Source: an optimization exercise on an open RTL-to-GDS flow (aim: small area and a short achievable clock period). Production flows keep margins and buffers that such runs may drop. The RTL was checked by simulation tests, not by an equivalence proof against the original design. Power and IR drop assume default switching activity.

## maple
// vid_top
module vid_top #(
    parameter int H_VISIBLE = 16,
    parameter int H_FRONT   = 2,
    parameter int H_SYNC    = 4,
    parameter int H_BACK    = 2,
    parameter int V_VISIBLE = 8,
    parameter int V_FRONT   = 1,
    parameter int V_SYNC    = 2,
    parameter int V_BACK    = 1
)(
    input  wire logic           clk,
    input  wire logic           reset_i,
    input  wire logic           bus_cs_n_i,
    input  wire logic           bus_rd_nwr_i,
    input  wire logic [3:0]     bus_reg_num_i,
    input  wire logic           bus_bytesel_i,
    input  wire logic [7:0]     bus_data_i,
    output logic      [7:0]     bus_data_o,
    output logic                bus_intr_o,
    output logic      [3:0]     red_o,
    output logic      [3:0]     green_o,
    output logic      [3:0]     blue_o,
    output logic                hsync_o,
    output logic                vsync_o,
    output logic                dv_de_o
);
localparam int H_TOTAL      = H_VISIBLE + H_FRONT + H_SYNC + H_BACK;
localparam int V_TOTAL      = V_VISIBLE + V_FRONT + V_SYNC + V_BACK;
localparam int H_SYNC_START = H_VISIBLE + H_FRONT;
localparam int V_SYNC_START = V_VISIBLE + V_FRONT;
localparam int H_W          = $clog2(H_TOTAL);
localparam int V_W          = $clog2(V_TOTAL);
logic [7:0]     hi_byte;
logic [15:0]    wword;
logic           wr_lo;
logic           wr_hi;
logic [7:0]     wsel;            
logic           rd_next;         
logic [15:0]    wr_addr;
  ...
For scale: about 6600 cells after synthesis, roughly 4500 flip-flops, ~41 I/O pins, about 110000 um2 of cells after synthesis.
Settings: LEC_CHECK=0, CAP_MARGIN=20, CORE_MARGIN=2, CORE_UTILIZATION=40, CTS_CLUSTER_DIAMETER=50, CTS_CLUSTER_SIZE=30, SETUP_SLACK_MARGIN=4.0, SLEW_MARGIN=20; clock period 7.0 ns.
run.sh (not shown) runs the stock make flow with config.mk's settings and CLKGATE_MAP_FILE= SYNTH_SCRIPT=/design/flow/synth_recipe.tcl, a recipe that flattens the netlist after the stock synthesis.
The flow did not stop early for maple: all stages ran, and the layout cleared the timing, design-rule and antenna checks.
Inputs modified between maple and pine:
Settings: clearing CTS_CLUSTER_DIAMETER, which used to be 50; clearing CTS_CLUSTER_SIZE, which used to be 30; swapping 40 for 60 in CORE_UTILIZATION.
==> flow/flow/run.sh (new file) <==
#!/bin/bash
# The standard layout (standard.sh) with three changes: the port buffers are
# buf_4 cells, the resizer may swap a cell for one of another footprint, and
# CTS clusters sinks into larger groups without dummy loads. Make's output
# goes to make.log here; each ORFS step keeps its own log under orfs/logs/.
set -euo pipefail
bash standard.sh \
    MATCH_CELL_FOOTPRINT=0 \
    "BUFFER_PORTS_ARGS=-buffer_cell sky130_fd_sc_hd__buf_4" \
    "CTS_ARGS=-sink_clustering_enable -repair_clock_nets -sink_clustering_size 30 -sink_clustering_max_diameter 50 -dont_use_dummy_load" \
    finish > make.log 2>&1
==> flow/standard.sh (new file) <==
#!/bin/bash
# synth_recipe.tcl (not shown) runs the flow's synth.tcl, then flattens the netlist and writes it again
# the make line also repeats each setting of config.mk as NAME=value (left out here)
make -C /OpenROAD-flow-scripts/flow DESIGN_CONFIG=/design/flow/config.mk WORK_HOME=/design/flow/orfs CLKGATE_MAP_FILE= SYNTH_SCRIPT=/design/flow/synth_recipe.tcl "${@:-finish}"
removed: flow/run.sh
Notes after the runs:
In terms of maximum frequency, maple and pine differ only marginally. Lower last weighted congestion value of the routability-driven placer goes to maple over pine. The average vias per placed instance number comes out lower for maple vs pine. Delta (pine minus maple): worst endpoint data arrival time shows a reduction of 0.07 ns, power density of the placed cells shows a reduction of about 6%. Area growth from synthesis to final layout, pine and maple, higher one = maple. Changes observed in pine relative to maple: portion of the layout cell area used by clock cells fell 3.0 points, final standard cell count with taps included and fillers excluded fell 14%. pine: flow completed, timing, DRC and antenna clean. maple completed; timing, DRC and antenna clean. Lower proportion of cell area occupied by registers among pine and maple: maple. Final worst hold slack delta for pine relative to maple: 0.0034 ns higher. maple consumes more power than pine.

build 10:
Another version of the RTL of vid_top (not shown whole).
Size in the first run: about 7300 cells after synthesis, ~4600 flip-flops, about 41 I/O pins.
==> flow/config.mk <==
export PLATFORM = sky130hd
export DESIGN_NAME = vid_top
export DESIGN_NICKNAME = vid_top
export VERILOG_FILES = /design/flow/design.v
export SDC_FILE = /design/flow/constraint.sdc
export NUM_CORES = 4
export LEC_CHECK = 0
export CAP_MARGIN = 5
export CORE_MARGIN = 2
export CORE_UTILIZATION = 65
export SETUP_SLACK_MARGIN = 4.5
export SLEW_MARGIN = 5
export TNS_END_PERCENT = 30
==> flow/constraint.sdc <==
create_clock -name core_clock -period 7.0 [get_ports {clk}]
set_input_delay 1.4000 -clock core_clock [delete_from_list [all_inputs] [get_ports {clk}]]
set_output_delay 1.4000 -clock core_clock [all_outputs]
set_load 0.01 [all_outputs]
standard.sh (not shown) runs the stock make flow with config.mk's settings and CLKGATE_MAP_FILE= SYNTH_SCRIPT=/design/flow/synth_recipe.tcl, a recipe that flattens the netlist after the stock synthesis.
==> flow/flow/run.sh <==
#!/bin/bash
# The standard layout (standard.sh) with three changes: the port buffers are
# buf_4 cells, the resizer may swap a cell for one of another footprint, and
# CTS clusters sinks into larger groups without dummy loads. Make's output
# goes to make.log here; each ORFS step keeps its own log under orfs/logs/.
set -euo pipefail
bash standard.sh \
    MATCH_CELL_FOOTPRINT=0 \
    "BUFFER_PORTS_ARGS=-buffer_cell sky130_fd_sc_hd__buf_4" \
    "CTS_ARGS=-sink_clustering_enable -repair_clock_nets -sink_clustering_size 30 -sink_clustering_max_diameter 50 -dont_use_dummy_load" \
    finish > make.log 2>&1
Build 10: all stages complete, timing, DRC and antenna checks passed
The following lists how build 3 was set up differently from build 10:
- CAP_MARGIN now 20, was 5
- SLEW_MARGIN now 20, was 5
- TNS_END_PERCENT now 10, was 30
[summary]
Build 3 against build 10: total die area flat, count of instances resized after the clock tree is built moved down, setup slack at placement shows an increase of 0.22 ns. Comparing build 10 with build 3, the power came out essentially unchanged. Looking only at buffering stage count on the worst path with inverters included, and setting everything else aside, the lower value of build 3 and build 10 goes to build 10. Lower multi-input logic area was reported by build 3, not build 10. Relative to build 10, area overhead of the layout relative to synthesis has gone down in build 3. Of build 3 and build 10, the run reporting the higher number of buffers created by CTS was build 10.
> inputs changed (build 3 -> build 44)
- TNS_END_PERCENT: 10 -> unset
- SETUP_SLACK_MARGIN: 4.5 -> 4.6
diff --git a/flow/flow/run.sh b/flow/flow/run.sh
--- a/flow/flow/run.sh
+++ b/flow/flow/run.sh
@@ -9,3 +9,3 @@
     "BUFFER_PORTS_ARGS=-buffer_cell sky130_fd_sc_hd__buf_4" \
-    "CTS_ARGS=-sink_clustering_enable -repair_clock_nets -sink_clustering_size 30 -sink_clustering_max_diameter 50 -dont_use_dummy_load" \
+    "CTS_ARGS=-sink_clustering_enable -repair_clock_nets -sink_clustering_size 24 -sink_clustering_max_diameter 40 -dont_use_dummy_load" \
     finish > make.log 2>&1
## What came out
STATUS run=build 44 STAGES=ALL_DONE FINAL_CHECKS=FAILED CAUSE=antenna violations. Diff build 3 -> build 44: met3 track demand over resource went up; wire length went up; final clock period utilization by the worst path went down; via count went up. Diff build 3 -> build 44 | area added between synthesis and finish | increase of 5.9 points. Lower highest achievable clock rate goes to build 3 over build 44. Summary: worst-case clock skew, build 44 worse than build 3. The lower number of gates on the worst path with buffers counted came out of build 44. nand4_1 as the slowest stage cell on the critical path was reported by build 3, and dfxtp_2 by build 44. Count of clock buffers in the final design on build 44 is up relative to build 3.
Relative to build 44, the following input files were edited for build 71:
- changing SETUP_SLACK_MARGIN from 4.6 to 4.35
diff --git a/flow/flow/run.sh b/flow/flow/run.sh
--- a/flow/flow/run.sh
+++ b/flow/flow/run.sh
@@ -9,3 +9,3 @@
     "BUFFER_PORTS_ARGS=-buffer_cell sky130_fd_sc_hd__buf_4" \
-    "CTS_ARGS=-sink_clustering_enable -repair_clock_nets -sink_clustering_size 24 -sink_clustering_max_diameter 40 -dont_use_dummy_load" \
+    "CTS_ARGS=-sink_clustering_enable -repair_clock_nets -sink_clustering_size 30 -sink_clustering_max_diameter 50 -dont_use_dummy_load" \
     finish > make.log 2>&1
### Flow results
- [flow] build 44 | stages: complete | final checks: fail | reason: antenna violations
- Build 71 went all the way through synthesis, placement and routing and the layout is clean on timing, DRC and antenna.
- Going from build 44 to build 71, the wire length was found to have gone down by about 4.4%.
- Looking at clock network contribution to total cell area, build 71 sits below build 44.
- Compared with build 44, in build 71 share of total power consumed by net switching increased 0.24 points, global-route usage fell 1.5 points, clock-buffer cell count fell by 191.
- Comparing post-CTS setup buffer count for build 71 and build 44, the bigger number came from build 44.
- Share of power burned in the clock network (build 71 over build 44): decrease, 8.4 points
- Compared with build 44, in build 71 worst hold slack grew by 0.017 ns; sequential fraction of total cell area grew by 4.0 points; layout overhead on the synthesized area shrank by 6.1 points; timing-limited maximum frequency grew by 1.6%.
### build 71 -> build 62
- SETUP_SLACK_MARGIN: 4.35 -> 4.3
- CORE_UTILIZATION: 65 -> 60
### Flow results
- Measured against each other, build 71 and build 62 differ in minimum clock period after layout, the higher figure coming from build 62.
- Taking build 71 as the reference point, the final design instance area without fill of build 62 rises by 1.2%.
- Peak ir drop on the vdd network went down by a few percent going from build 71 to build 62.
- The total die area in build 62 was higher than what build 71 gave.
--- input diff build 62..build 40 ---
- swapping 60 for 70 in CORE_UTILIZATION
- swapping 4.3 for 4.6 in SETUP_SLACK_MARGIN
==> run summary <==
- In the reports for build 40 and build 62, the smaller final critical path time including I/O delays and setup belongs to build 40.
- On build 40: sequential share of layout area is 0.24 points lower than what build 62 gave.
- When build 40 is measured against build 62, its worst clock skew turns out 0.019 ns higher.
- Post-route fraction of the period consumed by the critical path in build 40 is 0.41 points below build 62.

==> separate check: timing with driven ports <==
How much do the figures lean on ideal ports? The routed layouts below were timed once more, with nothing changed but the port constraints. Step 1 (the two cells are an assumption about what drives the block):
set clk [get_ports {clk}]
set_driving_cell -lib_cell sky130_fd_sc_hd__clkbuf_16 $clk
set_driving_cell -lib_cell sky130_fd_sc_hd__buf_2 [delete_from_list [all_inputs] $clk]
Step 2 times the ports against the registers' clock, not the clock port: input delays grow and output delays shrink by t, the midpoint of the rising clock arrivals with the driver on. Three values: ideal ports, drivers, drivers and shift; two values: the first two.
| run | shift t [ns] | setup slack, ns | worst setup path after step 2 | worst register clock-pin slew, ns |
|---|---|---|---|---|
| maple | 1.004 | 4.033 / 3.976 / 3.165 | input to register | 0.11 / 0.11 |
| pine | 0.980 | 4.041 / 3.992 / 3.129 | input to register | 0.10 / 0.10 |
| build 10 | 0.944 | 4.276 / 4.184 / 3.432 | input to register | 0.11 / 0.11 |
| build 3 | 0.941 | 4.138 / 4.138 / 3.431 | input to register | 0.11 / 0.11 |
| build 44 | 1.009 | 4.207 / 4.113 / 3.526 | input to register | 0.09 / 0.09 |
| build 71 | 0.935 | 4.250 / 4.159 / 3.531 | input to register | 0.11 / 0.11 |
| build 62 | 0.984 | 4.221 / 4.137 / 3.434 | input to register | 0.11 / 0.11 |
| build 40 | 0.911 | 4.250 / 4.182 / 3.439 | input to register | 0.11 / 0.11 |
The setup slack of pine, which loses most, moves by -0.049 ns with the drivers and by -0.912 ns with both steps.
